What follows belongs to an exercise in optimizing a design on an open flow for small area, a short achievable clock period and few clock cycles per item; a production flow would make more cautious choices.
In this exercise RTL edits were held to simulation tests only and were not proved equivalent to the original.
No activity file was given, so power comes from the tool's default toggle rates.

== run 1 ==
==> flow/design.v (excerpt) <==
module mult_16x16 (
  input  logic        clk,
  input  logic        rst_n,
  input  logic        in_valid,
  output logic        in_ready,
  input  logic [15:0] in_a,
  input  logic [15:0] in_b,
  output logic        out_valid,
  input  logic        out_ready,
  output logic [31:0] out_product
);
  logic [2:0] v;
  logic [2:0] ld;
  assign ld[2] = !v[2] || out_ready;
  assign ld[1] = !v[1] || ld[2];
  assign ld[0] = !v[0] || ld[1];
  assign in_ready  = ld[0];
  assign out_valid = v[2];
  always_ff @(posedge clk) begin
    if (!rst_n) begin
      v <= '0;
    end else begin
      if (ld[0]) v[0] <= in_valid;
      if (ld[1]) v[1] <= v[0];
      if (ld[2]) v[2] <= v[1];
    end
  end
  logic xa1;
  logic xa2;
  logic xa3;
  logic xa4;
  logic xa5;
  logic xa6;
  logic xa7;
  logic xa8;
  logic xa9;
  logic xa10;
  logic xa11;
  logic xa12;
  logic xa13;
  logic xa14;
  logic xa15;
  logic xa16;
  logic xb17;
  logic xb18;
  logic xb19;
  logic xb20;
  logic xb21;
  logic xb22;
  logic xb23;
  logic xb24;
  logic xb25;
  logic xb26;
  logic xb27;
  logic xb28;
  logic xb29;
  logic xb30;
  logic xb31;
  logic xb32;
  logic pp33;
  logic pp34;
  logic pp35;
  logic pp36;
  logic pp37;
  logic pp38;
  logic pp39;
  logic pp40;
  logic pp41;
  logic pp42;
  logic pp43;
  logic pp44;
  logic pp45;
  logic pp46;
  logic pp47;
  logic pp48;
  logic pp49;
  logic pp50;
  logic pp51;
  logic pp52;
  logic pp53;
  logic pp54;
  logic pp55;
  logic pp56;
  logic pp57;
  logic pp58;
  logic pp59;
  logic pp60;
  logic pp61;
  logic pp62;
  logic pp63;
  logic pp64;
  logic pp65;
  logic pp66;
  logic pp67;
  logic pp68;
  logic pp69;
  logic pp70;
  logic pp71;
  logic pp72;
  logic pp73;
  logic pp74;
  logic pp75;
  logic pp76;
  ...
Size in the first run: about 880 cells after synthesis, about 200 flip-flops, about 70 I/O pins, roughly 0.013 mm² of cells after synthesis.
clock: 4.0 ns
lec_check: 0
cap_margin: 20
core_margin: 2
core_utilization: 40
cts_buf_list: sky130_fd_sc_hd__clkbuf_4 sky130_fd_sc_hd__clkbuf_8
setup_slack_margin: 1.6
slew_margin: 20
standard.sh (not shown) runs the stock make flow with config.mk's settings and CLKGATE_MAP_FILE= SYNTH_SCRIPT=/design/flow/synth_recipe.tcl, a recipe that flattens the netlist after the stock synthesis.
==> flow/flow/run.sh <==
#!/bin/bash
# Own flow: the standard layout (standard.sh), with Yosys's synth run with -noabc so the
# pre-mapping "abc -fast" pass does not run before ORFS extracts full/half adders (it leaves
# the adders with inverted polarity and an inverter on most adder-to-adder nets). The rest of
# synthesis (-nofsm -noshare via synth_recipe.tcl, flatten, rename) and every later step are the
# standard ones. Each tool's output goes to a log file in the work folder.
set -euo pipefail
extra=()
if [[ -f flow/extra.mk ]]; then
  while read -r line; do [[ -n "$line" && "$line" != \#* ]] && extra+=("$line"); done < flow/extra.mk
fi
bash standard.sh SYNTH_ARGS=-noabc "${extra[@]}" finish > standard_flow.log 2>&1
Testbench counts of run 1, summed over its fixed seeds: cycles 32,024, items 32,000.
Here is what was changed in the inputs of run 2 compared with run 1.
Settings: SETUP_SLACK_MARGIN changed from 1.6 to 1.8; CORE_UTILIZATION changed from 40 to 70.
- Run 2: all stages complete, timing, DRC and antenna checks passed
- Reported for run 2 and run 1, number of buffers inserted by port buffering turned out identical to the last digit.
- Against run 1, run 2 comes in 0.030 ns lower on pin slew with the least headroom to its limit.
- Compared run 2 vs run 1, and global-route met3 utilization is up in run 2.
- The switching part of the total of run 2 and that of run 1 are within noise of each other.
- Per the comparison of run 2 with run 1, flip-flop and latch count comparable, first-pass GRT wire length shows a reduction of about 2.4%, part of the total power dissipated in the clock network grew by 0.5 points, sequential share of cell area lower, design area grew by 140 µm².
- | cell-internal power | higher: run 2 |

---

mult_16x16 again, from the RTL that the note above started with.
Design mult_16x16, start of the top module:
module mult_16x16 (
  input  logic        clk,
  input  logic        rst_n,
  input  logic        in_valid,
  output logic        in_ready,
  input  logic [15:0] in_a,
  input  logic [15:0] in_b,
  output logic        out_valid,
  input  logic        out_ready,
  output logic [31:0] out_product
);
==> flow/config.mk <==
export PLATFORM = sky130hd
export DESIGN_NAME = mult_16x16
export DESIGN_NICKNAME = mult_16x16
export VERILOG_FILES = /design/flow/design.v
export SDC_FILE = /design/flow/constraint.sdc
export NUM_CORES = 4
export LEC_CHECK = 0
export ABC_AREA = 1
export CAP_MARGIN = 20
export CORE_MARGIN = 2
export CORE_UTILIZATION = 60
export CTS_BUF_LIST = sky130_fd_sc_hd__clkbuf_4 sky130_fd_sc_hd__clkbuf_8
export SETUP_SLACK_MARGIN = 1.6
export SLEW_MARGIN = 20
==> flow/constraint.sdc <==
create_clock -name core_clock -period 4.0 [get_ports {clk}]
set_input_delay 0.8000 -clock core_clock [delete_from_list [all_inputs] [get_ports {clk}]]
set_output_delay 0.8000 -clock core_clock [all_outputs]
set_load 0.01 [all_outputs]
Scripts as last shown in full above: flow/flow/run.sh
Testbench counts at the start, summed over its fixed seeds: cycles 32,024, items 32,000.
Edit:
Settings changed: ABC_AREA 1 to default, CORE_UTILIZATION 60 to 70.
Effect: Area after synthesis is lower by a few percent. Register-to-register slack stays flat. Clock power grows by a few percent.
Edit:
Settings changed: CORE_UTILIZATION 70 to 80.
The changed run ran to the end with no violations.
Power rose by 18%.
Setup slack is worse by 0.17 ns.
Design area rose by 0.74%.
Hold slack is better by 0.0082 ns.
Sequential share of layout area fell by 0.29 points.
Clock power is about the same.
Routed wire length rose by 48%.
Utilization rose by 14 points.
Die area fell by 12%.
Global-route usage rose by 15 points.
Fmax fell by 6.2%.
Edit:
==> flow/flow/extra.mk (new file) <==
BUFFER_PORTS_ARGS=-buffer_cell sky130_fd_sc_hd__buf_2
Settings changed: CORE_UTILIZATION 80 to 70.
Effect:
- The new run finished with timing, DRC and antenna clean
- design area drops by a few percent
- wire length is lower by a quarter to a third
- register-to-register slack gains 0.14 ns

---

== red ==
Starting RTL as in the previous note.
Design mult_16x16, start of the top module:
module mult_16x16 (
  input  logic        clk,
  input  logic        rst_n,
  input  logic        in_valid,
  output logic        in_ready,
  input  logic [15:0] in_a,
  input  logic [15:0] in_b,
  output logic        out_valid,
  input  logic        out_ready,
  output logic [31:0] out_product
);
export LEC_CHECK = 0
export CAP_MARGIN = 20
export CORE_MARGIN = 2
export CORE_UTILIZATION = 70
export CTS_BUF_LIST = sky130_fd_sc_hd__clkbuf_4 sky130_fd_sc_hd__clkbuf_8
export SETUP_SLACK_MARGIN = 1.4
export SLEW_MARGIN = 20
create_clock -name core_clock -period 4.0 [get_ports {clk}]
Scripts as last shown in full above: flow/flow/run.sh
red closes out successfully: all stages finished, all timing, DRC and antenna checks passed.
Testbench counts of red, summed over its fixed seeds: cycles 32,024, items 32,000.
Relative to red, the following input files were edited for blue:
- swapping 70 for 40 in CORE_UTILIZATION
- clearing CTS_BUF_LIST, which used to be sky130_fd_sc_hd__clkbuf_4 sky130_fd_sc_hd__clkbuf_8
- swapping 1.4 for 1.6 in SETUP_SLACK_MARGIN
Results
Of the two values seen for most common cell after layout, fill and taps aside, sky130_fd_sc_hd__edfxtp_1 was produced by blue and sky130_fd_sc_hd__and2_1 by red. In the reports for blue and red, the smaller cell count belongs to red. Against red, blue reports a overall track demand over capacity in global routing that is lower. In the tables for blue and red, worst stage delay on the critical path reads higher with blue. blue against red: buffering overhead picked up an extra 4.6 points, number of buffers and inverters on the critical path lost 2, worst slack on hold paths picked up an extra 0.0041 ns, wire length of the first global-routing pass picked up an extra 4100 um.
--- input diff blue..green ---
- changing CORE_UTILIZATION from 40 to 70
- setting CTS_BUF_LIST to sky130_fd_sc_hd__clkbuf_4 sky130_fd_sc_hd__clkbuf_8 for the first time
- setting GPL_ROUTABILITY_DRIVEN to 0 for the first time
==> flow/flow/extra.mk (new file) <==
BUFFER_PORTS_ARGS=-buffer_cell sky130_fd_sc_hd__buf_2
Findings:
- On green: final routed wire length divided by cell count is about 8% higher than what blue gave.
- | final period utilization | higher: green |
- Higher post-synthesis to final-layout area growth goes to blue over green.
- sky130_fd_sc_hd__and2_1 as the most common cell after layout, fill and taps aside was reported by green, and sky130_fd_sc_hd__edfxtp_1 by blue.
- [compare] base=blue new=green: shortest period the worst path allows now sits higher; wire length now sits lower.
- Changes observed in green relative to blue: smallest hold slack has increased, global-route usage has increased.
- Pre-CTS setup slack is lower on blue
The following lists how orange was set up differently from green:
- removing GPL_ROUTABILITY_DRIVEN (formerly 0)
- changing CAP_MARGIN from 20 to 0
- changing SLEW_MARGIN from 20 to 0
removed: flow/flow/extra.mk
### Flow results
Looking only at post-detailed-placement cell area, and setting everything else aside, the higher value of orange and green goes to orange.
Proportion of final cell area spent on non-clock buffers in orange vs green: up 2.1 points
Of orange and green, orange shows the higher detailed route wirelength on metal3, with green below it.
Compared to green, orange leaves less free space in the core.
orange reports a higher first-pass GRT wire length than green does.
Diff green -> orange: count of plain and timing-repair buffers now larger, largest net degree at the start of global routing shows a reduction of 2.
Transition at the pin with the smallest max-transition slack: orange vs green up 0.39 ns

---

Setup of v6:
Starting RTL as in the previous note.
clock: 4.0 ns
lec_check: 0
cap_margin: 20
core_margin: 2
core_utilization: 70
cts_buf_list: sky130_fd_sc_hd__clkbuf_4 sky130_fd_sc_hd__clkbuf_8
setup_slack_margin: 1.7
slew_margin: 20
==> flow/flow/extra.mk <==
BUFFER_PORTS_ARGS=-buffer_cell sky130_fd_sc_hd__buf_2
Scripts as last shown in full above: flow/flow/run.sh
Every stage of the flow completed for v6, and the final layout passed the timing, DRC and antenna checks.
Testbench counts of v6, summed over its fixed seeds: cycles 32,024, items 32,000.
> inputs changed (v6 -> v7)
Settings: CTS_BUF_LIST no longer set, was sky130_fd_sc_hd__clkbuf_4 sky130_fd_sc_hd__clkbuf_8; CORE_UTILIZATION now 60, was 70; SETUP_SLACK_MARGIN now 1.6, was 1.7.
removed: flow/flow/extra.mk
--- outcome ---
- v7 vs. v6: routed wire length per instance lost about 5%; sequential power fell by about 1%.
- ~same sequential power share in v7 and v6
- The run showing the smaller portion of total power attributed to the clock network is v6.
- Diff v6 -> v7: worst hold slack went down, relative contribution of combinational cells to total power went down, sequential share of layout area went down, area of the core went up, core utilization of the finished layout went down.
- Relative to v6, v7 improves relative slew slack.

afterwards: timing with drivers on the ports:
No port has a modelled driver above. Below, the same layouts with a new extraction and two added sets of constraints.
Step 1 (the two cells are an assumption about what drives the block):
set clk [get_ports {clk}]
set_driving_cell -lib_cell sky130_fd_sc_hd__clkbuf_16 $clk
set_driving_cell -lib_cell sky130_fd_sc_hd__buf_2 [delete_from_list [all_inputs] $clk]
Step 2, shift: input delay + t, output delay - t, t = (earliest + latest rising clock arrival at the registers) / 2. This alone moves slack from input paths to output paths.
Three values: ideal, step 1, step 2; two values: the first two.
run	t, ns	setup slack, ns	clock arrival spread, ns	worst slew at a driven data input, ns
run 1	0.514	1.496 / 1.496 / 1.091	0.020 / 0.021	0.05
run 2	0.499	1.462 / 1.462 / 1.123	0.018 / 0.018	0.16
the first run of note 2	0.518	1.469 / 1.469 / 1.081	0.026 / 0.025	0.04
the second run of note 2	0.507	1.483 / 1.483 / 1.068	0.020 / 0.020	0.04
the third run of note 2	0.536	1.317 / 1.317 / 1.005	0.022 / 0.023	0.07
the fourth run of note 2	0.491	1.457 / 1.457 / 1.115	0.021 / 0.021	0.04
red	0.512	1.370 / 1.391 / 0.878	0.019 / 0.019	0.04
blue	0.483	1.496 / 1.496 / 1.099	0.012 / 0.013	0.07
green	0.506	1.432 / 1.432 / 1.086	0.024 / 0.023	0.04
orange	0.497	1.479 / 1.479 / 1.075	0.017 / 0.017	0.04
v6	0.500	1.443 / 1.443 / 1.182	0.023 / 0.023	0.04
v7	0.484	1.487 / 1.487 / 1.088	0.021 / 0.020	0.06
After both steps every run listed still meets setup and hold. The setup slack of red, which loses most, moves by +0.021 ns with the drivers and by -0.492 ns with both steps.
